From an optimization exercise on the open Yosys and OpenROAD flow, aimed at a short achievable clock period and few clock cycles; shortcuts taken in it are not production practice. Function was checked by simulation only, so behaviour that the tests miss may differ from the original. Power and IR drop assume default switching activity.

`flow/design.v`:
```
package pipePkg;
	localparam int DATA_W     = 16;
	localparam int REG_IDX_W  = 4;
	localparam int NREG       = 16;
	localparam int IMEM_DEPTH = 64;
	localparam int OFF_W      = 10;
	localparam int OP_MOV  = 31;
	localparam int OP_SUB3 = 30;
	localparam int OP_ADD4 = 29;
	localparam int OP_ADD1 = 28;
	localparam int RA_LSB  = 4;
	localparam int XA_LSB  = 0;
	localparam int CW_W = 11;
	typedef logic [DATA_W-1:0] dataT;
	typedef logic [OFF_W-1:0]  offT;
endpackage
`timescale 1ns/1ps
module apbHostPort
(
	input  logic        CLK,
	input  logic        RSTB,
	input  logic        PSEL,
	input  logic        PENABLE,
	input  logic        PWRITE,
	input  logic [11:0] PADDR,
	input  logic [31:0] PWDATA,
	output logic [31:0] PRDATA,
	output logic        PREADY,
	output logic        PSLVERR,
	input  logic        busy,        
	input  logic        busyRd,      
	input  logic        pcFlag,      
	input  logic [15:0] rfRdata,     
	output logic [3:0]  rfRaddr,
	output logic        hostImemSetup,
	output logic        imemWe,
	output logic        rfWe,
	output logic        runStart,
	output logic [5:0]  wIdx,
	output logic [31:0] wData
);
	logic setup;
	logic access;
	logic inImem;
	logic inReg;
	logic isCtrl;
	logic isPc;
	logic err;
	logic wImemQ;
	logic wRegQ;
	logic wCtrlQ;
	logic [15:0] rdQ;
	logic [15:0] rdMux;
	assign setup  = PSEL & ~PENABLE;
	assign access = PSEL & PENABLE;
	assign inImem = (PADDR[11:8] == 4'h0);
	assign inReg  = (PADDR[11:6] == 6'b0001_00);
	assign isCtrl = (PADDR[11:2] == 10'h080);
	assign isPc   = (PADDR[11:2] == 10'h081);
	assign err = ~(inImem | inReg | isCtrl | isPc)
		| ((inImem | inReg) & busy)
		| (isPc & PWRITE);
	assign rfRaddr = PADDR[5:2];
	assign hostImemSetup = setup & PWRITE & inImem & ~busy;
	always_comb
	begin
		if (inReg)
			rdMux = rfRdata;
		else if (isCtrl)
			rdMux = {14'b0, busyRd, busyRd};
		else if (isPc)
			rdMux = {9'b0, pcFlag, 6'b0};
		else
			rdMux = '0;
	end
	always_ff @(posedge CLK or negedge RSTB)
	begin
		if (!RSTB)
		begin
			PSLVERR <= 1'b0;
			wImemQ  <= 1'b0;
			wRegQ   <= 1'b0;
			wCtrlQ  <= 1'b0;
		end
		else
		begin
			if (setup)
				PSLVERR <= err;
			wImemQ <= hostImemSetup;
			wRegQ  <= setup & PWRITE & inReg & ~busy;
			wCtrlQ <= setup & PWRITE & isCtrl & PWDATA[0] & ~busy;
		end
	end
	always_ff @(posedge CLK)
	begin
		if (setup)
			rdQ <= rdMux;
		wIdx  <= PADDR[7:2];
		wData <= PWDATA;
	end
	assign PREADY = 1'b1;
	assign PRDATA = {16'b0, rdQ};
	assign imemWe   = wImemQ & access;
	assign rfWe     = wRegQ & access;
	assign runStart = wCtrlQ & access;
endmodule
`timescale 1ns/1ps
module instrFetch
(
	input  logic                 CLK,
	input  logic                 imemWe,
	input  logic [5:0]           wIdx,
	input  logic [pipePkg::CW_W-1:0] wWord,
	input  logic [5:0]           rdIdx,
	output logic [pipePkg::CW_W-1:0] rdWord
);
	logic [pipePkg::CW_W-1:0] imem [64];
	logic [pipePkg::CW_W-1:0] grp  [8];
	always_ff @(posedge CLK)
	begin
		if (imemWe)
			imem[wIdx] <= wWord;
	end
	always_ff @(posedge CLK)
	begin
		for (int j = 0; j < 8; j++)
			grp[j] <= imem[{j[2:0], rdIdx[2:0]}];
	end
	assign rdWord = grp[rdIdx[5:3]];
endmodule
`timescale 1ns/1ps
module decodeRegFile
(
	input  logic                   CLK,
	input  logic                   rfWe,
	input  logic [3:0]             wIdx,
	input  pipePkg::dataT          wData,
	input  logic [3:0]             rfRaddr,
	output pipePkg::dataT          rfRdata,
	input  logic [16*4-1:0]        tSrc,
	input  logic [16*pipePkg::OFF_W-1:0] tOff,
	input  logic                   apply
);
	pipePkg::dataT regs [16];
	pipePkg::dataT mSrc [16];
	pipePkg::dataT sum  [16];
	assign rfRdata = regs[rfRaddr];
	for (genvar i = 0; i < 16; i++)
	begin : g_reg
		addStage u_add (
			.src(mSrc[i]),
			.off(tOff[i*pipePkg::OFF_W +: pipePkg::OFF_W]),
			.sum(sum[i])
		);
		always_ff @(posedge CLK)
		begin
			mSrc[i] <= regs[tSrc[i*4 +: 4]];
			if (apply)
				regs[i] <= sum[i];
			else if (rfWe && wIdx == 4'(i))
				regs[i] <= wData;
		end
	end
endmodule
`timescale 1ns/1ps
module subtractStage
(
	input  logic                     CLK,
	input  logic                     RSTB,
	input  logic                     hostImemSetup,  
	input  logic [5:0]               hostIdx,
	input  logic [pipePkg::CW_W-1:0] hostWord,
	input  logic                     imemWe,         
	input  logic [pipePkg::CW_W-1:0] fetchWord,      
	output logic [5:0]               fetchIdx,
	output logic                     pDone,          
	output logic                     tWrite,         
	output logic [16*4-1:0]          tSrc,
	output logic [16*pipePkg::OFF_W-1:0] tOff
);
	localparam int OW = pipePkg::OFF_W;
	typedef enum logic [2:0] {S_IDLE, S_F1, S_F2, S_BA, S_HOSTW, S_B} stT;
	stT           st;
	logic [6:0]   p;
	logic [pipePkg::CW_W-1:0] cw;
	logic [5:0]   cwIdx;
	logic         cwWr;
	logic         cwSub;
	logic         cwAdd;
	logic [3:0]   cwRa;
	logic [3:0]   cwXa;
	logic         idxZero;
	logic         idxEqP;
	logic         idxLtP;
	logic [3:0]   baseSrc;
	logic [OW-1:0] baseOff;
	logic [OW-1:0] cOff;
	logic [OW-1:0] newOff;
	assign {cwWr, cwSub, cwAdd, cwRa, cwXa} = cw;
	assign idxZero = (cwIdx == 6'd0);
	assign idxEqP  = ({1'b0, cwIdx} == p);
	assign idxLtP  = ({1'b0, cwIdx} < p);
	assign pDone    = p[6];
	assign fetchIdx = p[5:0];
	assign tWrite   = (st == S_B);
	always_comb
	begin
		case ({cwSub, cwAdd})
			2'b10:   cOff = OW'(-3);
			2'b01:   cOff = OW'(4);
			2'b11:   cOff = OW'(1);
			default: cOff = '0;
		endcase
	end
	assign newOff = baseOff + cOff;
	always_ff @(posedge CLK or negedge RSTB)
	begin
		if (!RSTB)
		begin
			st <= S_IDLE;
			p  <= '0;
		end
		else
		begin
			if (st == S_B)
				p <= {1'b0, cwIdx} + 7'd1;
			else if (st == S_HOSTW && imemWe && idxLtP && !idxZero)
				p <= '0;
			if (hostImemSetup)
				st <= S_HOSTW;
			else
			begin
				case (st)
					S_IDLE:  st <= pDone ? S_IDLE : S_F1;
					S_F1:    st <= S_F2;
					S_F2:    st <= S_BA;
					S_BA:    st <= S_B;
					S_HOSTW: st <= (imemWe && (idxEqP || idxZero)) ? S_B : S_IDLE;
					default: st <= (cwIdx == 6'd63) ? S_IDLE : S_F1;
				endcase
			end
		end
	end
	always_ff @(posedge CLK)
	begin
		if (hostImemSetup)
		begin
			cw    <= hostWord;
			cwIdx <= hostIdx;
		end
		else if (st == S_F2)
		begin
			cw    <= fetchWord;
			cwIdx <= p[5:0];
		end
		if (idxZero)
		begin
			baseSrc <= cwXa;
			baseOff <= '0;
		end
		else
		begin
			baseSrc <= tSrc[cwXa*4 +: 4];
			baseOff <= tOff[cwXa*OW +: OW];
		end
		if (st == S_B)
		begin
			for (int i = 0; i < 16; i++)
			begin
				if (cwWr && cwRa == 4'(i))
				begin
					tSrc[i*4 +: 4]   <= baseSrc;
					tOff[i*OW +: OW] <= newOff;
				end
				else if (idxZero)
				begin
					tSrc[i*4 +: 4]   <= 4'(i);
					tOff[i*OW +: OW] <= '0;
				end
			end
		end
	end
endmodule
`timescale 1ns/1ps
module addStage
(
	input  pipePkg::dataT src,
	input  pipePkg::offT  off,
	output pipePkg::dataT sum
);
	assign sum = src + {{(pipePkg::DATA_W - pipePkg::OFF_W){off[pipePkg::OFF_W-1]}}, off};
endmodule
`timescale 1ns/1ps
module pipeTop
(
	input  logic        CLK,
	input  logic        RSTB,
	input  logic        PSEL,
	input  logic        PENABLE,
	input  logic        PWRITE,
	input  logic [11:0] PADDR,
	input  logic [31:0] PWDATA,
	output logic [31:0] PRDATA,
	output logic        PREADY,
	output logic        PSLVERR
);
	logic        busy;
	logic        busyRd;
	logic        pcFlag;
	logic        mOk;
	logic        apply;
	logic [15:0] rfRdata;
	logic [3:0]  rfRaddr;
	logic        hostImemSetup;
	logic        imemWe;
	logic        rfWe;
	logic        runStart;
	logic [5:0]  wIdx;
	logic [31:0] wData;
	logic [pipePkg::CW_W-1:0] hostWord;
	logic [pipePkg::CW_W-1:0] wWord;
	logic [pipePkg::CW_W-1:0] fetchWord;
	logic [5:0]  fetchIdx;
	logic        pDone;
	logic        tWrite;
	logic [16*4-1:0] tSrc;
	logic [16*pipePkg::OFF_W-1:0] tOff;
	assign hostWord = {(|PWDATA[31:28]), PWDATA[30] | PWDATA[28], PWDATA[29] | PWDATA[28], PWDATA[7:0]};
	assign wWord    = {(|wData[31:28]), wData[30] | wData[28], wData[29] | wData[28], wData[7:0]};
	assign apply  = busy & mOk & pDone;
	assign busyRd = busy & ~apply;
	always_ff @(posedge CLK or negedge RSTB)
	begin
		if (!RSTB)
		begin
			busy   <= 1'b0;
			pcFlag <= 1'b0;
			mOk    <= 1'b0;
		end
		else
		begin
			if (runStart)
				busy <= 1'b1;
			else if (apply)
				busy <= 1'b0;
			if (apply)
				pcFlag <= 1'b1;
			mOk <= pDone & ~tWrite & ~rfWe & ~apply;
		end
	end
	apbHostPort u_apbHostPort (
		.CLK, .RSTB, .PSEL, .PENABLE, .PWRITE, .PADDR, .PWDATA,
		.PRDATA, .PREADY, .PSLVERR,
		.busy, .busyRd, .pcFlag, .rfRdata, .rfRaddr,
		.hostImemSetup, .imemWe, .rfWe, .runStart, .wIdx, .wData
	);
	instrFetch u_instrFetch (
		.CLK, .imemWe, .wIdx, .wWord,
		.rdIdx(fetchIdx), .rdWord(fetchWord)
	);
	subtractStage u_compiler (
		.CLK, .RSTB, .hostImemSetup, .hostIdx(PADDR[7:2]), .hostWord,
		.imemWe, .fetchWord, .fetchIdx, .pDone, .tWrite, .tSrc, .tOff
	);
	decodeRegFile u_regFile (
		.CLK, .rfWe, .wIdx(wIdx[3:0]), .wData(wData[15:0]),
		.rfRaddr, .rfRdata, .tSrc, .tOff, .apply
	);
endmodule
```
`flow/run.sh`:
```
#!/bin/bash
# synth_recipe.tcl (not shown) runs the flow's synth.tcl, then flattens the netlist and writes it again
# the make line also repeats each setting of config.mk as NAME=value (left out here)
make -C /OpenROAD-flow-scripts/flow DESIGN_CONFIG=/design/flow/config.mk WORK_HOME=/design/flow/orfs CLKGATE_MAP_FILE= SYNTH_SCRIPT=/design/flow/synth_recipe.tcl finish
```
`flow/config.mk`:
```
export PLATFORM = sky130hd
export DESIGN_NAME = pipeTop
export DESIGN_NICKNAME = pipeTop
export VERILOG_FILES = /design/flow/design.v
export SDC_FILE = /design/flow/constraint.sdc
export NUM_CORES = 4
export LEC_CHECK = 0
export CAP_MARGIN = 20
export CORE_MARGIN = 2
export CORE_UTILIZATION = 40
export SETUP_SLACK_MARGIN = 2.0
export SLEW_MARGIN = 20
```
`flow/constraint.sdc`:
```
create_clock -name core_clock -period 4.0 [get_ports {CLK}]
set_input_delay 0.8000 -clock core_clock [delete_from_list [all_inputs] [get_ports {CLK}]]
set_output_delay 0.8000 -clock core_clock [all_outputs]
set_load 0.01 [all_outputs]
```
==> summary.txt <==
==> metrics by stage <==
stage / utilization / power, mW / cell area [um^2] / hold slack (ns) / instances
global placement: 0.438 / 32.4 / 114000 / 0.502 / 13800
floorplan: - / 26.9 / 107000 / 0.434 / 10600
detailed placement: 0.439 / 32.6 / 114000 / 0.504 / 13800
CTS: 0.554 / 53.1 / 144000 / 0.185 / 15600
==> synth_stat cells, types with 33 or more instances <==
cell / n
buf_1: 117
and3_1: 130
and2_1: 70
nor2_1: 917
mux4_2: 258
a221oi_1: 204
o22ai_1: 72
ha_1: 260
a21o_1: 92
dfxtp_1: 384
o21ai_0: 527
xnor2_1: 75
a21oi_1: 501
inv_1: 183
or3_1: 51
clkbuf_1: 755
a22o_1: 206
a211oi_1: 78
nand2_1: 802
edfxtp_1: 1217
a222oi_1: 151
buf_4: 36
a32oi_1: 122
nand2b_1: 113
o211ai_1: 44
a32o_1: 83
buf_2: 299
o21a_1: 54
o31ai_1: 62
nor2b_1: 126
a31oi_1: 152
a22oi_1: 711
xor2_1: 106
mux2i_1: 173
nand4_1: 94
nor3b_1: 43
o21bai_1: 33
o22a_1: 69
o2111ai_1: 49
nor3_1: 171
mux2_2: 146
nand3_1: 281
==> kinds of logic after synthesis <==
group / after synthesis / synth area share
and+or+nand+nor: 3007 / 0.139
adders and majority gates: 276 / 0.0342
DFF: 1618 / 0.427
xor gates and xnor gates: 181 / 0.0152
muxes: 579 / 0.0880
other: 2 / 0.0000718
AOI/OAI and AO/OA: 3496 / 0.241
buffers and inverters: 1411 / 0.0560
==> worst max path at each step <==
| stage | cells after the start | endpoint | slack [ns] |
|---|---|---|---|
| after floorplan | 11 | u_compiler.tOff[38] | 1.41 |
| after global placement | 6 | u_apbHostPort.rdQ[6] | 0.46 |
| after detailed placement | 6 | u_apbHostPort.rdQ[6] | 0.56 |
| after CTS | 12 | u_compiler.tOff[158] | 1.12 |
==> power groups by stage <==
stage	combinational, mW	clock [mW]	sequential [mW]
2_1_floorplan	7.37	0	19.6
3_3_place_gp	11.9	0	20.5
3_5_place_dp	12.0	0	20.6
4_1_cts	15.4	17.7	20.0
==> layer usage <==
layer | global-route usage | GRT overflow
met2 | 0.810 | 0
met1 | 0.712 | 0
met3 | 0.637 | 0
met5 | 0.509 | 2
met4 | 0.679 | 0
==> repair_timing <==
item | in CTS
setup endpoints to repair | 2099
gates cloned | 59
setup buffers | 1334
resized for setup | 2390
hold buffers | 0
pin swaps | 894
==> summary.md <==
| Metric | Value |
|---|---|
| Post-Synthesis Cells | `10.6k` |
| Clk sinks | `1,618` |
| Ys async rst share | `0.0105` |
| Htree depth | `4` |
| Netlist cell types | `107` |
| DP HPWL | `529,000 um` |
| Mean post-synth cell area | `9.90 um^2` |
| Synthesized area | `105,000 um^2` |
| Setup WS pre-CTS | `0.556 ns` |
| IO buf count | `51` |
| Synth area leader | `edfxtp_1` |
| Boundary pin count | `83` |
| Gr ovfl total | `2` |
| Clock Root Buffer | `clkbuf_16` |
| TritonCTS Buffers | `179` |
| Status | `did not finish` |
| Ys flop type | `edfxtp_1` |
| Largest net degree at the start of global routing | `91` |
| Aggregate global-route resource usage | `0.714` |
| Top cell type's share of synthesized area | `0.349` |
| Top post-synthesis cells by area | `edfxtp_1 (35%), dfxtp_1 (7.3%), mux4_2 (5.6%), a22oi_1 (5.1%), nor2_1 (3.3%)` |
| EDFF count, synth | `1,217` |
| Die Y | `515 um` |
| Die width | `515 um` |
| Tool error | `[ERROR GRT-0232] Routing congestion too high. Check the congestion heatmap in the GUI.` |
| FF+latch count, synth | `1,618` |
| Rows | `187` |
| Fail Step | `global routing` |
| RD Place Congestion | `1.31` |
| Initial Utilization | `0.402` |
| Sequential fraction of the synthesis area | `0.427` |
| Yosys warns | `11` |
| Clock tree buffer depth | `3` |
Testbench counts, summed over its fixed seeds: cycles 10,816.
